Context: an optimization exercise on an open-source flow, tuned for small area. The choices shown serve that exercise and are no tape-out recipe. In this exercise RTL edits were held to simulation tests only and were not proved equivalent to the original. The clock port is modelled as an ideal driver; clocking choices that lean on that would not hold on a real chip. Power figures rest on the tool's default switching activity, not on a simulated workload.

==> flow/design.v <==
`default_nettype none
module aluCore (
    input  logic [32-1:0] ins,
    input  logic [32-1:0] opA,
    input  logic [32-1:0] opB,
    input  logic [3:0]             fl,
    input  logic                   zOld,
    output logic [32-1:0] aluY,
    output logic [3:0]             newFlags,
    output logic [3:0]             newEnc,
    output logic                   doWrite,
    output logic                   zNew
);
    localparam int W = 32;
    logic n, z, c, v;
    assign {n, z, c, v} = fl;
    logic [3:0] cond;
    logic       condPass;
    logic [1:0] cls;
    logic [3:0] opc;
    logic       mul;
    logic       dp;
    logic       regW;
    logic       exec;
    logic       noWrite;
    logic       logicOp;
    assign cond = ins[31:28];
    assign cls  = ins[27:26];
    assign opc  = ins[24:21];
    always_comb begin
        case (cond)
            4'h0:    condPass = z;
            4'h1:    condPass = !z;
            4'h2:    condPass = c;
            4'h3:    condPass = !c;
            4'h4:    condPass = n;
            4'h5:    condPass = !n;
            4'h6:    condPass = v;
            4'h7:    condPass = !v;
            4'h8:    condPass = c && !z;
            4'h9:    condPass = !c || z;
            4'hA:    condPass = n == v;
            4'hB:    condPass = n != v;
            4'hC:    condPass = !z && (n == v);
            4'hD:    condPass = z || (n != v);
            default: condPass = 1'b1;
        endcase
    end
    assign mul     = !ins[25] && ins[7:4] == 4'b1001 && opc == 4'b0000;
    assign dp      = cls == 2'd0 && !mul;
    assign regW    = cls == 2'd0 ? !mul :
                     cls == 2'd1 ? ins[20] && !(ins[25:20] == 6'b111111 && ins[7:4] == 4'b1111) :
                     1'b0;
    assign exec    = dp && condPass;
    assign noWrite = opc[3:2] == 2'b10;
    assign doWrite = exec && !noWrite;
    assign logicOp = ((opc) == 4'd0 || (opc) == 4'd1 || (opc) == 4'd8 || 
                         (opc) == 4'd9 || (opc) == 4'd12 || (opc) == 4'd13 || 
                         (opc) == 4'd14 || (opc) == 4'd15);
    logic [15:0]  rotDec;
    logic [W-1:0] immVal;
    logic [W-1:0] op2;
    logic [13:0] rotA;
    logic [W-1:0] rotB;
    always_comb begin
        for (int k = 0; k < 14; k++) begin
            rotA[k] = 1'b0;
            for (int s2 = 0; s2 < 4; s2++) begin
                if ((((k + 26) % 32 + 2*s2) % 32) < 8)
                    rotA[k] = rotA[k] | (ins[9:8] == s2 && ins[(((k + 26) % 32) + 2*s2) % 32]);
            end
        end
        for (int j = 0; j < W; j++) begin
            immVal[j] = 1'b0;
            for (int q = 0; q < 4; q++) begin
                if (((((j + 8*q) % 32) + 6) % 32) < 14)
                    immVal[j] = immVal[j] | (ins[11:10] == q && rotA[(((j + 8*q) % 32) + 6) % 32]);
            end
        end
    end
    assign op2 = ins[25] ? immVal : opB;
    logic invB;
    logic revS;
    logic cin;
    always_comb begin
        invB = 1'b0;
        revS = 1'b0;
        cin  = 1'b0;
        case (opc)
            4'd2, 4'd10: begin invB = 1'b1; cin = 1'b1; end
            4'd3:           begin invB = 1'b1; revS = 1'b1; end
            4'd5:           cin = c;
            4'd6:           begin invB = 1'b1; cin = c; end
            4'd7:           begin invB = 1'b1; revS = 1'b1; cin = !c; end
            4'd14, 4'd15: invB = 1'b1;
            default:            ;
        endcase
    end
    logic [3:0] lut;
    always_comb begin
        case (opc)
            4'd0, 4'd8, 4'd14: lut = 4'b1000;
            4'd1, 4'd9:          lut = 4'b0110;
            4'd12:                    lut = 4'b1110;
            4'd13, 4'd15:          lut = 4'b1010;
            default:                     lut = revS ? 4'b1001 : 4'b0110;
        endcase
    end
    localparam int H = W / 2;
    logic [W-1:0] y2;
    logic [H:0]   cLo;
    logic [H:0]   cHi0;
    logic [H:0]   cHi1;
    logic [W-1:0] cy;
    logic         cTop;
    assign y2 = op2 ^ {W{invB}};
    assign cLo[0]  = cin;
    assign cHi0[0] = 1'b0;
    assign cHi1[0] = 1'b1;
    for (genvar i = 0; i < H; i++) begin : gCarry
        assign cLo[i+1]  = (opA[i] & y2[i]) | (cLo[i] & (opA[i] | y2[i]));
        assign cHi0[i+1] = (opA[H+i] & y2[H+i]) | (cHi0[i] & (opA[H+i] | y2[H+i]));
        assign cHi1[i+1] = (opA[H+i] & y2[H+i]) | (cHi1[i] & (opA[H+i] | y2[H+i]));
        assign cy[i]     = cLo[i];
        assign cy[H+i]   = cLo[H] ? cHi1[i] : cHi0[i];
    end
    assign cTop = cLo[H] ? cHi1[H] : cHi0[H];
    for (genvar i = 0; i < W; i++) begin : gBit
        assign aluY[i] = lut[{opA[i], y2[i] ^ (!logicOp && cy[i])}];
    end
    logic cOut;
    logic ovf;
    assign cOut = cTop ^ revS;
    assign ovf  = cTop ^ cy[W-1];
    logic [3:0] aluFlags;
    logic [3:0] mask;
    logic       aluZ;
    assign aluZ     = aluY == '0;
    assign aluFlags = {aluY[W-1], aluZ, logicOp ? c : cOut, ovf};
    assign mask     = (exec && ins[20]) ? (logicOp ? 4'b1110 : 4'b1111) : 4'b0000;
    assign newFlags = (fl & ~mask) | (aluFlags & mask);
    assign newEnc = {exec, exec ? {ins[20], !noWrite} : cls, regW};
    assign zNew   = doWrite ? aluZ : zOld;
endmodule
`default_nettype wire
`default_nettype none
module dpCluster (
    input  logic       clk,
    input  logic       rstN,
    input  logic       wbCyc,
    input  logic       wbStb,
    input  logic       wbWe,
    input  logic [3:0] wbAdr,
    input  logic [32-1:0]      wbDatW,
    output logic [32-1:0]      wbDatR,
    output logic       wbAck
);
    localparam int W = 32;
    localparam int L = 4;
    logic [W-1:0] opA;
    logic [W-1:0] opB;
    logic [W-1:0] res   [L];
    logic [3:0]   flg   [L];
    logic [3:0]   rdS   [L];
    logic [3:0]   enc   [L];     
    logic [L-1:0] zS;            
    logic [L-1:0] done;
    logic [L-1:0] valid;         
    logic       take;
    logic [3:0] adrR;
    logic       weR;
    assign take = !wbAck && wbCyc && wbStb;
    always_ff @(posedge clk) begin
        wbAck <= rstN && take;
        adrR  <= wbAdr;
        weR   <= wbWe;
    end
    always_ff @(posedge clk) begin
        if (take && wbWe && wbAdr == 4'd0) opA <= wbDatW;
        if (take && wbWe && wbAdr == 4'd1) opB <= wbDatW;
    end
    logic [W-1:0] ins;
    logic [1:0]   iLane;
    logic         isIssue;
    logic [1:0]   sLane;
    logic         sValid;
    logic [3:0]   fl;
    logic         zOld;
    assign ins     = wbDatW;
    assign iLane   = {wbAdr[2], wbAdr[0]};
    assign sLane   = wbAck ? adrR[1:0] : iLane;
    assign sValid  = valid[sLane];
    assign isIssue = take && wbWe && wbAdr[3:1] != 3'b000 && wbAdr[3:1] != 3'b011 && !wbAdr[3];
    assign fl      = sValid ? flg[sLane] : 4'b0000;
    assign zOld    = !sValid || zS[sLane];
    logic [W-1:0] aluY;
    logic [3:0]   newFlags;
    logic [3:0]   newEnc;
    logic         doWrite;
    logic         zNew;
    aluCore uAlu (
        .ins      (ins),
        .opA      (opA),
        .opB      (opB),
        .fl       (fl),
        .zOld     (zOld),
        .aluY     (aluY),
        .newFlags (newFlags),
        .newEnc   (newEnc),
        .doWrite  (doWrite),
        .zNew     (zNew)
    );
    logic       clrSel;
    assign clrSel = wbAck && !weR && adrR[3:2] == 2'b11;
    for (genvar i = 0; i < L; i++) begin : gLane
        logic iss;
        assign iss      = isIssue && iLane == i;
        assign valid[i] = !enc[i][3] || enc[i][0];
        always_ff @(posedge clk) begin
            if (iss) begin
                flg[i]  <= newFlags;
                rdS[i]  <= ins[15:12];
                zS[i]   <= zNew;
            end
            if (!rstN) begin
                enc[i]  <= 4'b1000;
            end else if (iss) begin
                enc[i]  <= newEnc;
            end
            if (iss && doWrite) res[i] <= aluY;
            if (iss) begin
                done[i] <= 1'b1;
            end else if (clrSel && adrR[1:0] == i) begin
                done[i] <= 1'b0;
            end
        end
    end
    logic [3:0]  rEnc;
    logic [3:0]  rRd;
    logic [15:0] rStat;
    logic        rPcs;
    assign rEnc   = enc[sLane];
    assign rRd    = rdS[sLane];
    assign rPcs   = (rRd == 4'd15 && rEnc[0]) || (!rEnc[3] && rEnc[2:1] == 2'd2);
    assign rStat  = {zS[sLane], rEnc[3], rRd, rEnc[3] ? 2'b00 : rEnc[2:1], flg[sLane],
                     rEnc[3] && rEnc[2], rPcs, rEnc[3] && rEnc[1], done[sLane]};
    always_comb begin
        wbDatR = '0;
        if (adrR[3] && sValid) begin
            if (adrR[2]) begin
                wbDatR = {{(W-16){1'b0}}, rStat};
            end else if (!zS[sLane]) begin
                wbDatR = res[sLane];
            end
        end
    end
endmodule
`default_nettype wire
==> flow/config.mk <==
export PLATFORM = sky130hd
export DESIGN_NAME = dpCluster
export DESIGN_NICKNAME = dpCluster
export VERILOG_FILES = /design/flow/design.v
export SDC_FILE = /design/flow/constraint.sdc
export NUM_CORES = 4
export LEC_CHECK = 0
export CAP_MARGIN = 0
export CORE_MARGIN = 2
export CORE_UTILIZATION = 65
export GPL_TIMING_DRIVEN = 0
export SLEW_MARGIN = 0
==> flow/constraint.sdc <==
create_clock -name core_clock -period 10.0 [get_ports {clk}]
set_input_delay 2.0000 -clock core_clock [delete_from_list [all_inputs] [get_ports {clk}]]
set_output_delay 2.0000 -clock core_clock [all_outputs]
set_load 0.01 [all_outputs]
standard.sh (not shown) runs the stock make flow with config.mk's settings and CLKGATE_MAP_FILE= SYNTH_SCRIPT=/design/flow/synth_recipe.tcl, a recipe that flattens the netlist after the stock synthesis.
==> flow/flow/run.sh <==
#!/bin/bash
# The standard layout with four changes: ABC maps with the area script
# in area.abc, ports are buffered with buf_1, CTS builds the tree from small
# clock buffers without dummy loads, and the resizer may not use the largest
# buffers (on top of the platform's don't-use cells).
# Everything else, the synthesis passes and the register names included, is
# the standard flow's.
set -euo pipefail
HERE=$(pwd)
F=$HERE/flow

# ORFS synthesis, with abc_args pointed at our script (the -D period stays)
sed "/^read_checkpoint /a set abc_args [lreplace \$abc_args 1 1 $F/area.abc]" \
    "$FLOW_HOME/scripts/synth.tcl" > "$HERE/my_synth.tcl"
grep -q "area.abc" "$HERE/my_synth.tcl"
sed "s#\$::env(SCRIPTS_DIR)/synth.tcl#$HERE/my_synth.tcl#" synth_recipe.tcl > "$HERE/my_synth_recipe.tcl"
grep -q "my_synth.tcl" "$HERE/my_synth_recipe.tcl"

# The platform's don't-use list, plus the largest buffers
DU=$(make -s -C "$FLOW_HOME" DESIGN_CONFIG="$FLOW_CONFIG" print-DONT_USE_CELLS | sed 's/^DONT_USE_CELLS *[:=] *//')
echo "$DU" | grep -q "sky130_fd_sc_hd__probe_p_8"
DU="$DU sky130_fd_sc_hd__buf_8 sky130_fd_sc_hd__buf_12 sky130_fd_sc_hd__buf_16 sky130_fd_sc_hd__bufbuf_8 sky130_fd_sc_hd__bufbuf_16"
echo "$DU" > "$HERE/dont_use.txt"

bash standard.sh \
    "SYNTH_SCRIPT=$HERE/my_synth_recipe.tcl" \
    "DONT_USE_CELLS=$DU" \
    "REMOVE_ABC_BUFFERS=1" \
    "POST_CTS_TCL=$F/post_cts.tcl" \
    "BUFFER_PORTS_ARGS=-buffer_cell sky130_fd_sc_hd__buf_1" \
    "CTS_ARGS=-sink_clustering_enable -repair_clock_nets -dont_use_dummy_load -buf_list {sky130_fd_sc_hd__clkbuf_4} -sink_clustering_size 10 -sink_clustering_max_diameter 40" \
    finish > "$HERE/flow.log" 2>&1
==> flow/flow/area.abc <==
strash
&get -n
&fraig -x
&put
scorr
dc2
strash
&get -n
&dch -f
&nf -R 8
&put
==> flow/flow/post_cts.tcl <==
# After CTS: downsize cells that have slack, then repair slew, capacitance and
# setup again, and legalize.
estimate_parasitics -placement
repair_timing -recover_power 100 -verbose
repair_design -slew_margin 0 -cap_margin 0 -verbose
repair_timing -setup -verbose
detailed_placement
check_placement -verbose
Change:
==> flow/flow/run.sh (replaced) <==
#!/bin/bash
# The standard layout with three changes: ABC maps with the area script
# in area.abc, ports are buffered with buf_1, and CTS builds the tree from
# small clock buffers without dummy loads.
# Everything else, the synthesis passes and the register names included, is
# the standard flow's.
set -euo pipefail
HERE=$(pwd)
F=$HERE/flow

# ORFS synthesis, with abc_args pointed at our script (the -D period stays)
sed "/^read_checkpoint /a set abc_args [lreplace \$abc_args 1 1 $F/area.abc]" \
    "$FLOW_HOME/scripts/synth.tcl" > "$HERE/my_synth.tcl"
grep -q "area.abc" "$HERE/my_synth.tcl"
sed "s#\$::env(SCRIPTS_DIR)/synth.tcl#$HERE/my_synth.tcl#" synth_recipe.tcl > "$HERE/my_synth_recipe.tcl"
grep -q "my_synth.tcl" "$HERE/my_synth_recipe.tcl"

bash standard.sh \
    "SYNTH_SCRIPT=$HERE/my_synth_recipe.tcl" \
    "BUFFER_PORTS_ARGS=-buffer_cell sky130_fd_sc_hd__buf_1" \
    "CTS_ARGS=-sink_clustering_enable -repair_clock_nets -dont_use_dummy_load -buf_list {sky130_fd_sc_hd__clkbuf_8} -sink_clustering_size 18 -sink_clustering_max_diameter 60" \
    finish > "$HERE/flow.log" 2>&1
==> flow/flow/area.abc (replaced) <==
strash
&get -n
&fraig -x
&put
scorr
dc2
strash
&get -n
&dch -f
&nf -R 15
&put
--- a/flow/config.mk
+++ b/flow/config.mk
@@ -9,3 +9,3 @@
 export CORE_MARGIN = 2
-export CORE_UTILIZATION = 65
+export CORE_UTILIZATION = 55
 export GPL_TIMING_DRIVEN = 0
removed: flow/flow/post_cts.tcl
Result: The changed run passed the timing, design-rule and antenna checks; critical path depth rose by 2; sequential share of layout area fell by 1.2 points; sequential power barely changes.
Change:
--- a/flow/flow/run.sh
+++ b/flow/flow/run.sh
@@ -1,5 +1,6 @@
 #!/bin/bash
-# The standard layout with three changes: ABC maps with the area script
-# in area.abc, ports are buffered with buf_1, and CTS builds the tree from
-# small clock buffers without dummy loads.
+# The standard layout with four changes: ABC maps with the area script
+# in area.abc, ports are buffered with buf_1, CTS builds the tree from small
+# clock buffers without dummy loads, and the resizer may not use the largest
+# buffers (on top of the platform's don't-use cells).
 # Everything else, the synthesis passes and the register names included, is
@@ -17,6 +18,14 @@
 
+# The platform's don't-use list, plus the largest buffers
+DU=$(make -s -C "$FLOW_HOME" DESIGN_CONFIG="$FLOW_CONFIG" print-DONT_USE_CELLS | sed 's/^DONT_USE_CELLS *[:=] *//')
+echo "$DU" | grep -q "sky130_fd_sc_hd__probe_p_8"
+DU="$DU sky130_fd_sc_hd__buf_8 sky130_fd_sc_hd__buf_12 sky130_fd_sc_hd__buf_16 sky130_fd_sc_hd__bufbuf_8 sky130_fd_sc_hd__bufbuf_16"
+echo "$DU" > "$HERE/dont_use.txt"
+
 bash standard.sh \
     "SYNTH_SCRIPT=$HERE/my_synth_recipe.tcl" \
+    "DONT_USE_CELLS=$DU" \
+    "POST_CTS_TCL=$F/post_cts.tcl" \
     "BUFFER_PORTS_ARGS=-buffer_cell sky130_fd_sc_hd__buf_1" \
-    "CTS_ARGS=-sink_clustering_enable -repair_clock_nets -dont_use_dummy_load -buf_list {sky130_fd_sc_hd__clkbuf_8} -sink_clustering_size 18 -sink_clustering_max_diameter 60" \
+    "CTS_ARGS=-sink_clustering_enable -repair_clock_nets -dont_use_dummy_load -buf_list {sky130_fd_sc_hd__clkbuf_4} -sink_clustering_size 10 -sink_clustering_max_diameter 40" \
     finish > "$HERE/flow.log" 2>&1
==> flow/flow/post_cts.tcl (new file) <==
# After CTS: downsize cells that have slack, then repair slew, capacitance and
# setup again, and legalize.
estimate_parasitics -placement
repair_timing -recover_power 100 -verbose
repair_design -slew_margin 0 -cap_margin 0 -verbose
repair_timing -setup -verbose
detailed_placement
check_placement -verbose
--- a/flow/config.mk
+++ b/flow/config.mk
@@ -9,3 +9,3 @@
 export CORE_MARGIN = 2
-export CORE_UTILIZATION = 55
+export CORE_UTILIZATION = 75
 export GPL_TIMING_DRIVEN = 0
Outcome:
- The changed run produced a clean layout
- clock skew goes down by 0.011 ns
- final area decreases by a few percent
- global-route usage went up by 9.1 points
- via count went up by a few percent
- core utilization climbs by 20 points
- clock power went down by a few percent
- synthesized cell count does not change
- power goes down by a few percent

## static timing again, ports no longer ideal
How much do the figures lean on ideal ports? The routed layouts below were timed once more, with nothing changed but the port constraints. Step 1: set_driving_cell puts a clkbuf_16 on clk and a buf_2 on each other input, an assumption about the parent block. Step 2 also shifts input and output timing later by t, the mid clock arrival at the registers, as if the neighbouring blocks saw the same clock. Slacks: ideal ports / drivers / drivers and shift; pairs: ideal ports / drivers.
run | shift t [ns] | setup slack, ns | hold slack, ns | clock arrival spread, ns | cell pins on the clock port's net
the first run | 0.647 | 0.361 / 0.381 / -0.265 | 0.459 / 0.459 / 0.459 | 0.076 / 0.075 | 1
the second run | 0.581 | 0.328 / 0.350 / -0.231 | 0.465 / 0.465 / 0.465 | 0.070 / 0.071 | 1
the third run | 0.645 | 0.314 / 0.331 / -0.314 | 0.487 / 0.487 / 0.487 | 0.059 / 0.060 | 1
Met with ideal ports but missed after step 2: setup timing in every run listed. For the third run, which loses most, drivers alone change the setup slack by +0.017 ns; drivers and shift together by -0.628 ns.
